From an optimization exercise on the open Yosys and OpenROAD flow, aimed at small area and a short achievable clock period; shortcuts taken in it are not production practice. Only simulation tests tie the RTL to the original design; equivalence was not proved. Power figures rest on the tool's default switching activity, not on a simulated workload.

==> inputs of build 73 <==
// array_multiplier
module array_multiplier (
	input  logic                     clk,
	input  logic                     reset,
	input  logic                     in_valid,
	input  mult_sizes_pkg::operand_t x,
	input  mult_sizes_pkg::operand_t y,
	output logic                     product_valid,
	output mult_sizes_pkg::product_t product
);
	logic r866;
	logic r867;
	logic r868;
	logic r869;
	logic r870;
	logic r871;
	logic r872;
	logic r873;
	logic r874;
	logic r875;
	logic r876;
	logic r877;
	logic r878;
	logic r879;
	logic r880;
	logic r881;
	logic r882;
	logic r883;
	logic r884;
	logic r885;
	logic r886;
	logic r887;
	logic r888;
	logic r889;
	logic r890;
	logic r891;
	logic r892;
	logic r893;
	logic r894;
	logic r895;
	logic r896;
	logic r897;
	logic r898;
	logic r899;
	logic r900;
	logic r901;
	logic r902;
	logic r903;
	logic r904;
	logic r905;
	logic r906;
	logic r907;
	logic r908;
	logic r909;
	logic r910;
	logic r911;
	logic r912;
	logic r913;
	logic r914;
	logic r915;
	logic r916;
	logic r917;
	logic r918;
	logic r919;
	logic r920;
	logic r921;
	logic r922;
	logic r923;
	logic r924;
	logic r925;
	logic r926;
	logic r927;
	logic r928;
	logic r929;
	logic r930;
	logic r931;
	logic r932;
	logic r933;
	logic r934;
	logic r935;
	logic r936;
	logic r937;
	logic r938;
	logic r939;
	logic r940;
	logic r941;
	logic r942;
	logic r943;
	logic r944;
	logic r945;
	logic r946;
	logic r947;
	logic r948;
	logic r949;
	logic r950;
	logic r951;
	logic r952;
	logic r953;
	logic r954;
	logic r955;
	logic r956;
	logic r957;
	logic r958;
	logic r959;
	logic r960;
	logic r961;
	logic r962;
	logic r963;
	logic r964;
	logic r965;
	logic r966;
	logic r967;
	logic r968;
	logic r969;
	logic r970;
	logic r971;
	logic r972;
	logic r973;
	logic r974;
	logic r975;
	logic r976;
	logic r977;
	logic r978;
	logic r979;
	logic r980;
	logic r981;
	logic r982;
	logic r983;
	logic r984;
	logic r985;
	logic r986;
	logic r987;
	logic r988;
	logic r989;
	logic r990;
	logic r991;
	logic r992;
	logic r993;
	logic r994;
	logic r995;
	logic r996;
	logic r997;
  ...
clock: 6.0 ns
lec_check: 0
cap_margin: 20
core_margin: 2
core_utilization: 40
setup_slack_margin: 3.7
slew_margin: 20
synth_hierarchical: 1
standard.sh (not shown) runs the stock make flow with config.mk's settings and CLKGATE_MAP_FILE= SYNTH_SCRIPT=/design/flow/synth_recipe.tcl, a recipe that flattens the netlist after the stock synthesis.
==> flow/flow/run.sh <==
#!/bin/bash
# Layout flow: the standard ORFS flow (standard.sh, unchanged synthesis),
# with smaller port buffers and a clock tree built from clkbuf_8 without
# dummy loads. Each tool's output goes to a log file in this folder.
set -euo pipefail
export BUFFER_PORTS_ARGS="-buffer_cell sky130_fd_sc_hd__buf_1"
export CTS_ARGS="-sink_clustering_enable -repair_clock_nets -sink_clustering_size 12 -sink_clustering_max_diameter 60 -buf_list sky130_fd_sc_hd__clkbuf_8 -dont_use_dummy_load"
bash standard.sh finish > flow_make.log 2>&1
==> build 20: changes against build 73 <==
--- a/flow/flow/run.sh
+++ b/flow/flow/run.sh
@@ -6,3 +6,3 @@
 export BUFFER_PORTS_ARGS="-buffer_cell sky130_fd_sc_hd__buf_1"
-export CTS_ARGS="-sink_clustering_enable -repair_clock_nets -sink_clustering_size 12 -sink_clustering_max_diameter 60 -buf_list sky130_fd_sc_hd__clkbuf_8 -dont_use_dummy_load"
+export CTS_ARGS="-sink_clustering_enable -repair_clock_nets -buf_list sky130_fd_sc_hd__clkbuf_8 -dont_use_dummy_load"
 bash standard.sh finish > flow_make.log 2>&1
- SETUP_SLACK_MARGIN: 3.7 -> 3.8
==> comparison table <==
|  | build 73 | build 20 |
|---|---|---|
| Metal1 wirelength | 9.55 mm | 9.91 mm |
| Period Utilization, post-route | 38.6% | 37.5% |
| Critical path fanouts, max | 16 | 14 |
| Routability-driven placement congestion ratio | 0.853 | 0.850 |
| Internal power | 3.53 mW | 3.90 mW |
| Total CTS buffers | 23 | 40 |
| Run status | complete, no violations | complete, no violations |
| Critical Path Stages | 5 | 4 |
| Worst path required time | 6400 ps | 6380 ps |
| Crit path capture | r1022 | r957 |
| Number of non-clock buffers | 80 | 146 |
| Pwr dens | 446 mW/mm^2 | 443 mW/mm^2 |
| Via count of the first global-routing pass | 6838 | 7214 |
| Worst IR drop on VDD | 0.197 mV | 0.212 mV |
| Net switching fraction of the power | 34.3% | 33.4% |
| Worst path max stage delay | 560 ps | 570 ps |
| Number of filler instances in the final layout | 2444 | 2340 |

========
==> v25 <==
array_multiplier, a different RTL version from the one above (not shown whole).
// array_multiplier
module array_multiplier (
	input  logic                     clk,
	input  logic                     reset,
	input  logic                     in_valid,
	input  mult_sizes_pkg::operand_t x,
	input  mult_sizes_pkg::operand_t y,
	output logic                     product_valid,
	output mult_sizes_pkg::product_t product
);
clock: 6.0 ns
lec_check: 0
cap_margin: 20
core_margin: 2
core_utilization: 40
setup_slack_margin: 3.0
slew_margin: 20
synth_hierarchical: 1
==> flow/flow/run.sh <==
#!/bin/bash
# Layout flow: the standard ORFS flow (standard.sh, unchanged synthesis),
# with smaller port buffers and a clock tree built from clkbuf_8 without
# dummy loads. Each tool's output goes to a log file in this folder.
set -euo pipefail
export BUFFER_PORTS_ARGS="-buffer_cell sky130_fd_sc_hd__buf_1"
export CTS_ARGS="-sink_clustering_enable -repair_clock_nets -buf_list sky130_fd_sc_hd__clkbuf_8 -dont_use_dummy_load"
bash standard.sh finish > flow_make.log 2>&1
==> v33: changes against v25 <==
Settings changed: SETUP_SLACK_MARGIN 3.0 to 2.8.
==> impl_metrics.tcl <==
set metrics [dict create \
    final_cell_mix "228 x nand2_1, 148 x dfxtp_1, 115 x fa_1" \
    wl_um 21850 \
    cp_max_fo 6 \
    grt_use_met3 0.05584 \
    powerClk_mw 0.586 \
    place_ws_ns 1.850 \
    power.leakage_nw 3.974 \
    sequentialPowerShare 0.304 \
    crit_path_frequent_cell "fa_2" \
    final.min_clock_period_ns 3.007 \
    setup.worst_path.end "r948" \
    rrSetupSlack_ns 3.17 \
    flow.area_growth_from_synthesis_pct 13.43 \
    result_of_the_run "timing/DRC/antenna clean" \
    p_sw_frac 0.3982 \
]
Source of the figures above: v25

==> impl_metrics.tcl <==
set metrics [dict create \
    sequentialPowerShare 0.308 \
    place_ws_ns 1.911 \
    powerClk_mw 0.574 \
    p_sw_frac 0.3966 \
    power.leakage_nw 3.849 \
    result_of_the_run "timing/DRC/antenna clean" \
    cp_max_fo 16 \
    flow.area_growth_from_synthesis_pct 9.695 \
    final.min_clock_period_ns 3.145 \
    crit_path_frequent_cell "or2_1" \
]
Source of the figures above: v33

-- static timing again, ports no longer ideal --
The results above use ideal ports. As a check the final layouts listed here were re-extracted and re-timed, cells and wires unchanged. Step 1, drivers: a clkbuf_16 drives clk and a buf_2 each remaining input, both assumed. Step 2 times the ports against the registers' clock, not the clock port: input delays grow and output delays shrink by t, the midpoint of the rising clock arrivals with the driver on. Three values: ideal, step 1, step 2; two values: the first two.
run	t, ns	slack for setup (ns)	worst setup path after step 2	clock arrival spread, ns	worst register clock-pin slew, ns
build 73	0.564	3.685 / 3.685 / 3.443	input to register	0.044 / 0.044	0.08 / 0.08
build 20	0.563	3.752 / 3.752 / 3.410	input to register	0.060 / 0.060	0.07 / 0.07
v25	0.483	2.993 / 3.003 / 2.520	input to register	0.031 / 0.030	0.09 / 0.09
v33	0.476	2.855 / 2.875 / 2.399	input to register	0.042 / 0.042	0.10 / 0.10
After both steps every run listed still meets setup and hold. For v25, which loses most, drivers alone change the setup slack by +0.010 ns; drivers and shift together by -0.473 ns.
